What follows belongs to an exercise in optimizing a design on an open flow for small area, a short achievable clock period and few clock cycles per item; a production flow would make more cautious choices.
In this exercise RTL edits were held to simulation tests only and were not proved equivalent to the original.

==> design/flow/run.sh <==
#!/bin/bash
# synth_recipe.tcl (not shown) runs the flow's synth.tcl, then flattens the netlist and writes it again
# the make line also repeats each setting of config.mk as NAME=value (left out here)
make -C /OpenROAD-flow-scripts/flow DESIGN_CONFIG=/design/flow/config.mk WORK_HOME=/design/flow/orfs CLKGATE_MAP_FILE= SYNTH_SCRIPT=/design/flow/synth_recipe.tcl finish
==> design/flow/config.mk <==
export PLATFORM = sky130hd
export DESIGN_NAME = nearest_centroid_color_classifier_core
export DESIGN_NICKNAME = nearest_centroid_color_classifier_core
export VERILOG_FILES = /design/flow/design.v
export SDC_FILE = /design/flow/constraint.sdc
export NUM_CORES = 4
export LEC_CHECK = 0
export CAP_MARGIN = 20
export CORE_MARGIN = 2
export CORE_UTILIZATION = 40
export PLACE_DENSITY = 0.6
export SLEW_MARGIN = 20
==> design/flow/constraint.sdc <==
create_clock -name core_clock -period 7.0 [get_ports {clk}]
set_input_delay 1.4000 -clock core_clock [delete_from_list [all_inputs] [get_ports {clk}]]
set_output_delay 1.4000 -clock core_clock [all_outputs]
set_load 0.01 [all_outputs]
==> design/flow/design.v <==
`timescale 1ns / 1ps
package ncc_pkg;
    localparam int CHAN_W = 12;
    localparam int SQ_W   = 2 * CHAN_W;
    localparam int DIST_W = SQ_W + 2;
    localparam int IDX_W  = 4;
    localparam int CNT_W  = 5;
    localparam logic [CNT_W-1:0] CNT_RESET = 5'd16;
    localparam logic REQ_LOAD     = 1'b0;
    localparam logic REQ_CLASSIFY = 1'b1;
    typedef struct packed {
        logic [CHAN_W-1:0] y;
        logic [CHAN_W-1:0] cb;
        logic [CHAN_W-1:0] cr;
    } colour_t;
    localparam int COLOUR_W = 3 * CHAN_W;
endpackage
`timescale 1ns / 1ps
module ncc_ram #(
    parameter int WIDTH = 36,
    parameter int DEPTH = 16,
    parameter int AW    = (DEPTH > 1) ? $clog2(DEPTH) : 1
) (
    input  logic             clk,
    input  logic             we,
    input  logic [AW-1:0]    waddr,
    input  logic [WIDTH-1:0] wdata,
    input  logic [AW-1:0]    raddr,
    output logic [WIDTH-1:0] rdata
);
    logic [WIDTH-1:0] mem [DEPTH];
    logic [WIDTH-1:0] rdata_reg;
    always_ff @(posedge clk)
    begin
        if (we)
        begin
            mem[waddr] <= wdata;
        end
        rdata_reg <= mem[raddr];
    end
    assign rdata = rdata_reg;
endmodule
`timescale 1ns / 1ps
module ncc_dist
#(
    parameter int AW = 4
) (
    input  logic                  clk,
    input  logic                  rst_n,
    input  logic                  in_vld,
    input  logic [AW-1:0]         in_idx,
    input  ncc_pkg::colour_t      pix,
    input  ncc_pkg::colour_t      cent,
    output logic                  busy,
    output logic                  out_vld,
    output logic [AW-1:0]         out_idx,
    output logic [ncc_pkg::DIST_W-1:0] out_dist
);
    logic              s1_vld_reg, s1_vld_next;
    logic [AW-1:0]     s1_idx_reg;
    logic [ncc_pkg::CHAN_W-1:0] dy_reg, dcb_reg, dcr_reg;
    logic [ncc_pkg::CHAN_W-1:0] dy_next, dcb_next, dcr_next;
    logic              s2_vld_reg;
    logic [AW-1:0]     s2_idx_reg;
    logic [ncc_pkg::SQ_W-1:0]   sy_reg, scb_reg, scr_reg;
    function automatic logic [ncc_pkg::CHAN_W-1:0] abs_diff(input logic [ncc_pkg::CHAN_W-1:0] a,
                                                   input logic [ncc_pkg::CHAN_W-1:0] b);
        abs_diff = (a >= b) ? (a - b) : (b - a);
    endfunction
    always_comb
    begin
        s1_vld_next = in_vld;
        dy_next     = abs_diff(pix.y, cent.y);
        dcb_next    = abs_diff(pix.cb, cent.cb);
        dcr_next    = abs_diff(pix.cr, cent.cr);
    end
    always_ff @(posedge clk or negedge rst_n)
    begin
        if (!rst_n)
        begin
            s1_vld_reg <= 1'b0;
            s2_vld_reg <= 1'b0;
        end
        else
        begin
            s1_vld_reg <= s1_vld_next;
            s2_vld_reg <= s1_vld_reg;
        end
    end
    always_ff @(posedge clk)
    begin
        s1_idx_reg <= in_idx;
        dy_reg     <= dy_next;
        dcb_reg    <= dcb_next;
        dcr_reg    <= dcr_next;
        s2_idx_reg <= s1_idx_reg;
        sy_reg     <= ncc_pkg::SQ_W'(dy_reg) * ncc_pkg::SQ_W'(dy_reg);
        scb_reg    <= ncc_pkg::SQ_W'(dcb_reg) * ncc_pkg::SQ_W'(dcb_reg);
        scr_reg    <= ncc_pkg::SQ_W'(dcr_reg) * ncc_pkg::SQ_W'(dcr_reg);
    end
    assign busy     = s1_vld_reg | s2_vld_reg;
    assign out_vld  = s2_vld_reg;
    assign out_idx  = s2_idx_reg;
    assign out_dist = ncc_pkg::DIST_W'(sy_reg) + ncc_pkg::DIST_W'(scb_reg) + ncc_pkg::DIST_W'(scr_reg);
endmodule
`timescale 1ns / 1ps
module nearest_centroid_color_classifier_core
#(
    parameter int MAX_CLUSTERS = 16
) (
    input  logic                        clk,
    input  logic                        rst_n,
    input  logic                        cfg_wr_en,
    input  logic [ncc_pkg::CNT_W-1:0]   cfg_wr_data,
    input  logic                        in_valid,
    output logic                        in_stall,
    input  logic                        req_type,
    input  logic [ncc_pkg::IDX_W-1:0]   entry_index,
    input  logic [ncc_pkg::CHAN_W-1:0]  chan_y,
    input  logic [ncc_pkg::CHAN_W-1:0]  chan_cb,
    input  logic [ncc_pkg::CHAN_W-1:0]  chan_cr,
    output logic                        out_valid,
    input  logic                        out_stall,
    output logic [ncc_pkg::IDX_W-1:0]   class_index
);
    localparam int AW  = (MAX_CLUSTERS > 1) ? $clog2(MAX_CLUSTERS) : 1;
    localparam int CW  = $clog2(MAX_CLUSTERS + 1);
    localparam int EW  = (AW > ncc_pkg::IDX_W) ? AW : ncc_pkg::IDX_W;
    localparam int SW  = (CW > ncc_pkg::CNT_W) ? CW : ncc_pkg::CNT_W;
    localparam logic [1:0] ST_IDLE = 2'd0;
    localparam logic [1:0] ST_SCAN = 2'd1;
    localparam logic [1:0] ST_DONE = 2'd2;
    logic [1:0]        state_reg, state_next;
    logic [ncc_pkg::CNT_W-1:0]  count_reg, count_next;
    logic [CW-1:0]     cnt_reg, cnt_next;
    logic [CW-1:0]     addr_reg, addr_next;
    logic              rd_vld_reg, rd_vld_next;
    logic [AW-1:0]     rd_idx_reg, rd_idx_next;
    ncc_pkg::colour_t           pix_reg;
    logic [AW-1:0]     best_reg, best_next;
    logic [ncc_pkg::DIST_W-1:0] best_dist_reg, best_dist_next;
    logic              have_reg, have_next;
    logic              out_valid_reg, out_valid_next;
    logic [ncc_pkg::IDX_W-1:0]  class_index_reg, class_index_next;
    logic              in_fire;
    logic [EW-1:0]     idx_ext;
    logic              load_ok;
    logic              ram_we;
    ncc_pkg::colour_t           ram_wdata;
    ncc_pkg::colour_t           cent;
    logic [SW-1:0]     count_ext;
    logic              issue;
    logic              d_busy;
    logic              d_vld;
    logic [AW-1:0]     d_idx;
    logic [ncc_pkg::DIST_W-1:0] d_dist;
    logic [EW-1:0]     best_ext;
    assign in_fire   = in_valid && !in_stall;
    assign in_stall  = (state_reg != ST_IDLE);
    assign idx_ext   = EW'(entry_index);
    assign load_ok   = ({1'b0, idx_ext} < (EW + 1)'(MAX_CLUSTERS));
    assign ram_we    = in_fire && (req_type == ncc_pkg::REQ_LOAD) && load_ok;
    assign ram_wdata = {chan_y, chan_cb, chan_cr};
    assign count_ext = SW'(count_reg);
    assign issue     = (state_reg == ST_SCAN) && (addr_reg < cnt_reg);
    assign best_ext  = EW'(best_reg);
    ncc_ram #(
        .WIDTH (ncc_pkg::COLOUR_W),
        .DEPTH (MAX_CLUSTERS),
        .AW    (AW)
    ) u_table (
        .clk   (clk),
        .we    (ram_we),
        .waddr (idx_ext[AW-1:0]),
        .wdata (ram_wdata),
        .raddr (addr_reg[AW-1:0]),
        .rdata (cent)
    );
    ncc_dist #(
        .AW (AW)
    ) u_dist (
        .clk      (clk),
        .rst_n    (rst_n),
        .in_vld   (rd_vld_reg),
        .in_idx   (rd_idx_reg),
        .pix      (pix_reg),
        .cent     (cent),
        .busy     (d_busy),
        .out_vld  (d_vld),
        .out_idx  (d_idx),
        .out_dist (d_dist)
    );
    always_comb
    begin
        state_next       = state_reg;
        count_next       = count_reg;
        cnt_next         = cnt_reg;
        addr_next        = addr_reg;
        rd_vld_next      = issue;
        rd_idx_next      = addr_reg[AW-1:0];
        best_next        = best_reg;
        best_dist_next   = best_dist_reg;
        have_next        = have_reg;
        out_valid_next   = out_valid_reg;
        class_index_next = class_index_reg;
        if (cfg_wr_en)
        begin
            count_next = cfg_wr_data;
        end
        if (out_valid_reg && !out_stall)
        begin
            out_valid_next = 1'b0;
        end
        if (d_vld && (!have_reg || (d_dist < best_dist_reg)))
        begin
            best_next      = d_idx;
            best_dist_next = d_dist;
            have_next      = 1'b1;
        end
        case (state_reg)
            ST_IDLE:
            begin
                if (in_fire && (req_type == ncc_pkg::REQ_CLASSIFY))
                begin
                    addr_next = '0;
                    best_next = '0;
                    have_next = 1'b0;
                    if (count_ext > SW'(MAX_CLUSTERS))
                    begin
                        cnt_next = CW'(MAX_CLUSTERS);
                    end
                    else
                    begin
                        cnt_next = CW'(count_ext);
                    end
                    state_next = ST_SCAN;
                end
            end
            ST_SCAN:
            begin
                if (issue)
                begin
                    addr_next = addr_reg + 1'b1;
                end
                else if (!rd_vld_reg && !d_busy)
                begin
                    state_next = ST_DONE;
                end
            end
            ST_DONE:
            begin
                if (!out_valid_reg || !out_stall)
                begin
                    out_valid_next   = 1'b1;
                    class_index_next = best_ext[ncc_pkg::IDX_W-1:0];
                    state_next       = ST_IDLE;
                end
            end
            default:
            begin
                state_next = ST_IDLE;
            end
        endcase
    end
    always_ff @(posedge clk or negedge rst_n)
    begin
        if (!rst_n)
        begin
            state_reg     <= ST_IDLE;
            count_reg     <= ncc_pkg::CNT_RESET;
            rd_vld_reg    <= 1'b0;
            out_valid_reg <= 1'b0;
            have_reg      <= 1'b0;
            addr_reg      <= '0;
            cnt_reg       <= '0;
        end
        else
        begin
            state_reg     <= state_next;
            count_reg     <= count_next;
            rd_vld_reg    <= rd_vld_next;
            out_valid_reg <= out_valid_next;
            have_reg      <= have_next;
            addr_reg      <= addr_next;
            cnt_reg       <= cnt_next;
        end
    end
    always_ff @(posedge clk)
    begin
        if (in_fire && (req_type == ncc_pkg::REQ_CLASSIFY))
        begin
            pix_reg <= ram_wdata;
        end
        rd_idx_reg      <= rd_idx_next;
        best_reg        <= best_next;
        best_dist_reg   <= best_dist_next;
        class_index_reg <= class_index_next;
    end
    assign out_valid   = out_valid_reg;
    assign class_index = class_index_reg;
endmodule
==> summary.md <==
| Metric | Value |
|---|---|
| Bufs and invs on worst path | 2 |
| Port bufs | 56 |
| Drt first pass iters | 5 |
| WS Path Type | flop to flop |
| Root Buffer | clkbuf_16 |
| Footprint of the multi-input gates | ~20000 um2 |
| Fin Setup TNS | 0 ns |
| Gr ovfl total | 0 |
| Reg-to-reg endpoint | best_dist_reg[22]$_DFFE_PN_ |
| Fillers | 9988 |
| Hold Crit Class | flop to flop |
| Nets | a little under 4000 |
| Max Slew Vio Count | 0 |
| Fin crit period | roughly 6.3 ns |
| Initial antenna violation count | 6 |
| Die Ht | 339.2 um |
| Post-synthesis sequential area ratio | 51.12% |
| Cell area after layout | roughly 50000 um2 |
| Mapped Cells | 3225 |
| Slew @ Worst Pin | around 1.0 ns |
| CP Launch Type | flop |
| Count leader, synth | edfxtp_1 |
| GPL Wtd Cong | roughly 0.85 |
| Drc violations | 0 |
| Clk_skew | 0.02674 ns |
| Syn Nets | 3834 |
| #FFs+latches synth | approximately 800 |
| Core area | approximately 110000 um2 |
| Clk sink count | 821 |
| Hold Violations, Final | 0 |
| CP top delay family | compound AO/OA/AOI/OAI gates |
| R2R setup slack | roughly 0.75 ns |
| Yosys warnings | 3 |
| Critical Path RT | about 7.4 ns |
| FF-to-FF path depth | 26 |
| Post-CTS resize count | 0 |
| DRT Wirelength | approximately 93000 um |
| Post-synth top area cell | edfxtp_1 |
| Period utilization | around nine tenths |
| WP depth | 26 |
| Antenna Nets Post-Route | 0 |
| P&R area growth vs syn | 11.47% |
| Reg2reg start | u_dist.scb_reg[3]$_DFF_P_ |
| Clock tree buffer depth | 3 |
| Status | finished clean |
| Crit path max-delay cell type | o2111ai_1 |
| RSZ-0062 raised after global routing | false |
| Largest net degree at the start of global routing | ~110 |
| Synth Cell Area | between 40000 and 50000 um2 |
| Number of synthesized flops with an enable pin | about 640 |
| Violation count after the first detailed-route iteration | around 1800 |
| Synth cell count leaders | edfxtp_1 (642), inv_1 (439), ha_1 (317), fa_1 (241), mux4_2 (180) |
| Vias in the first global route | ~26000 |
| Die footprint | ~120000 um2 |
| First-pass GRT wire length | 148000 um |
| Post-synth top area share | about 43% |
| Maxcap violations | 0 |
| Final setup fails | 0 |
| Largest register FFs | about 580 |
| Inserted Diodes | 0 |
| H-tree levels | 3 |
| Max stage delay on crit path | 0.52 ns |
| Cell Count, Final, Fillers Out | between 4000 and 5000 |
| Dpl cell area | 47290 um2 |
| Pre-CTS setup slack | between 0.7 and 0.8 ns |
| Fmax | 159.9 MHz |
| Layout cells sized above 1 | a little under an eighth |
| Post-CTS Setup Bufs | 0 |
| Critical Path End Type | flop |
| Standard-cell rows | roughly 120 |
| Average size of a mapped cell | approximately 14 um2 |
| Routed len/inst | between 15 and 20 um |
| CP arrival | roughly 6.6 ns |
| Setup crit end | best_dist_reg[22]$_DFFE_PN_ |
| Clock Latency Late Sink | between 0.6 and 0.7 ns |
| Final setup margin | around 0.75 ns |
| Sequential cell area | 22990 um2 |
| Via density | about 5.1 |
| Setup crit start | u_dist.scb_reg[3]$_DFF_P_ |
| Dominant synthesized flop cell | edfxtp_1 |
| CTS tree | done |
| DR vias | 24850 |
| Placed cells | 4696 |
| Hold Buf Count CTS | 0 |
| Main area contributors after synthesis | edfxtp_1 (43%), fa_1 (11%), mux4_2 (9.0%), ha_1 (8.8%), dfxtp_1 (7.0%) |
| Initial Utilization | approximately two fifths |
| CTS buffer count | 86 |
| Post-DP HPWL | 61930 um |
| Gr usage total | between 15 and 20% |
| Die Wd | approximately 340 um |
| Clock transition at path regs | about 0.060 ns |
| Slew HR | a little under a third |
| Ports | 57 |
| Synth async-reset ratio | approximately 2.7% |
| Yosys cell types | between 80 and 90 |
| Worst Path Max Fanout | 26 |
final cells by class:
class	instances	share of cell area, %
Sequential cell	821	45.89
Multi-Input combinational cell	1865	39.98
Clock buffer	125	4.858
Tap cell	1488	3.717
Inverter	440	3.297
Timing Repair Buffer	82	1.524
Clock inverter	32	0.7443
cells by family after synthesis:
kind of cell	Yosys count	synth area share, %
compound gates	383	5.652
xor+xnor	136	2.651
fa+ha+maj	558	19.56
buf+inv	539	4.563
flops	821	51.12
mux	212	9.778
simple gates	576	6.674
layer usage:
metal / vias up / GRT usage [%] / wire length, um
met5: - / 0 / 24
met4: 4 / 3.623 / 1602
met3: 117 / 2.699 / 4556
met2: 454 / 26.90 / 44670
met1: 12640 / 23.25 / 42620
li1: 11630 / - / -
placed cells by master, fill, tap and decap left out, types with 17 or more instances in the layout:
| cell type | netlist | layout |
|---|---|---|
| nand3_1 | 39 | 39 |
| clkbuf_16 | 0 | 87 |
| mux2i_1 | 19 | 19 |
| nor2b_1 | 36 | 36 |
| clkdlybuf4s50_1 | 0 | 55 |
| a31oi_1 | 20 | 20 |
| a21oi_1 | 108 | 108 |
| clkbuf_1 | 76 | 26 |
| a21o_1 | 55 | 55 |
| nor3_1 | 31 | 27 |
| mux4_2 | 180 | 180 |
| nand4_1 | 19 | 19 |
| nor2_1 | 107 | 95 |
| buf_4 | 0 | 25 |
| xor2_1 | 45 | 45 |
| o21ai_1 | 19 | 19 |
| edfxtp_1 | 642 | 642 |
| ha_1 | 317 | 317 |
| nand2_1 | 127 | 127 |
| xnor2_1 | 91 | 91 |
| o21ai_0 | 52 | 52 |
| and2_1 | 138 | 138 |
| dfrtp_1 | 21 | 17 |
| inv_1 | 439 | 438 |
| nand2b_1 | 21 | 21 |
| dfxtp_1 | 157 | 157 |
| fa_1 | 241 | 241 |
| o21a_1 | 26 | 26 |
through the flow:
| step | hold slack [ns] | util (%) |
|---|---|---|
| 2_1_floorplan | 0.3096 | - |
| 3_3_place_gp | 0.3105 | 42.56 |
| 3_5_place_dp | 0.3121 | 42.56 |
| 4_1_cts | 0.3251 | 45.08 |
| 5_1_grt | 0.3407 | 45.08 |
| 6_report | 0.3233 | 45.08 |
worst min-delay path by stage:
stage	cells after the start	from	endpoint	slack, ns
final	0	rd_idx_reg[1]$_DFF_P_	u_dist.s1_idx_reg[1]$_DFF_P_	0.32
after floorplan	0	rd_idx_reg[0]$_DFF_P_	u_dist.s1_idx_reg[0]$_DFF_P_	0.31
after detailed placement	0	rd_idx_reg[0]$_DFF_P_	u_dist.s1_idx_reg[0]$_DFF_P_	0.31
after global routing	0	rd_idx_reg[3]$_DFF_P_	u_dist.s1_idx_reg[3]$_DFF_P_	0.34
after CTS	0	rd_idx_reg[0]$_DFF_P_	u_dist.s1_idx_reg[0]$_DFF_P_	0.33
after global placement	0	u_dist.s1_idx_reg[3]$_DFF_P_	u_dist.s2_idx_reg[3]$_DFF_P_	0.31
Testbench counts, summed over its fixed seeds: cycles 97,831, items 5,018.

[what the ideal ports hide]
How much do the figures lean on ideal ports? The routed layout below was timed once more, with nothing changed but the port constraints. Step 1 (the two cells are an assumption about what drives the block):
set clk [get_ports {clk}]
set_driving_cell -lib_cell sky130_fd_sc_hd__clkbuf_16 $clk
set_driving_cell -lib_cell sky130_fd_sc_hd__buf_2 [delete_from_list [all_inputs] $clk]
Step 2, shift: input delay + t, output delay - t, t = (earliest + latest rising clock arrival at the registers) / 2. This alone moves slack from input paths to output paths. a / b / c = ideal ports / drivers / drivers and shift; a / b = the first two.
t (ns): 0.713
setup WS [ns]: 0.747 / 0.747 / 0.747
slew at the worst register clock pin (ns): 0.06 / 0.06
After both steps setup and hold are still met in this run. For this run, drivers alone change the setup slack by 0.000 ns; drivers and shift together by 0.000 ns.
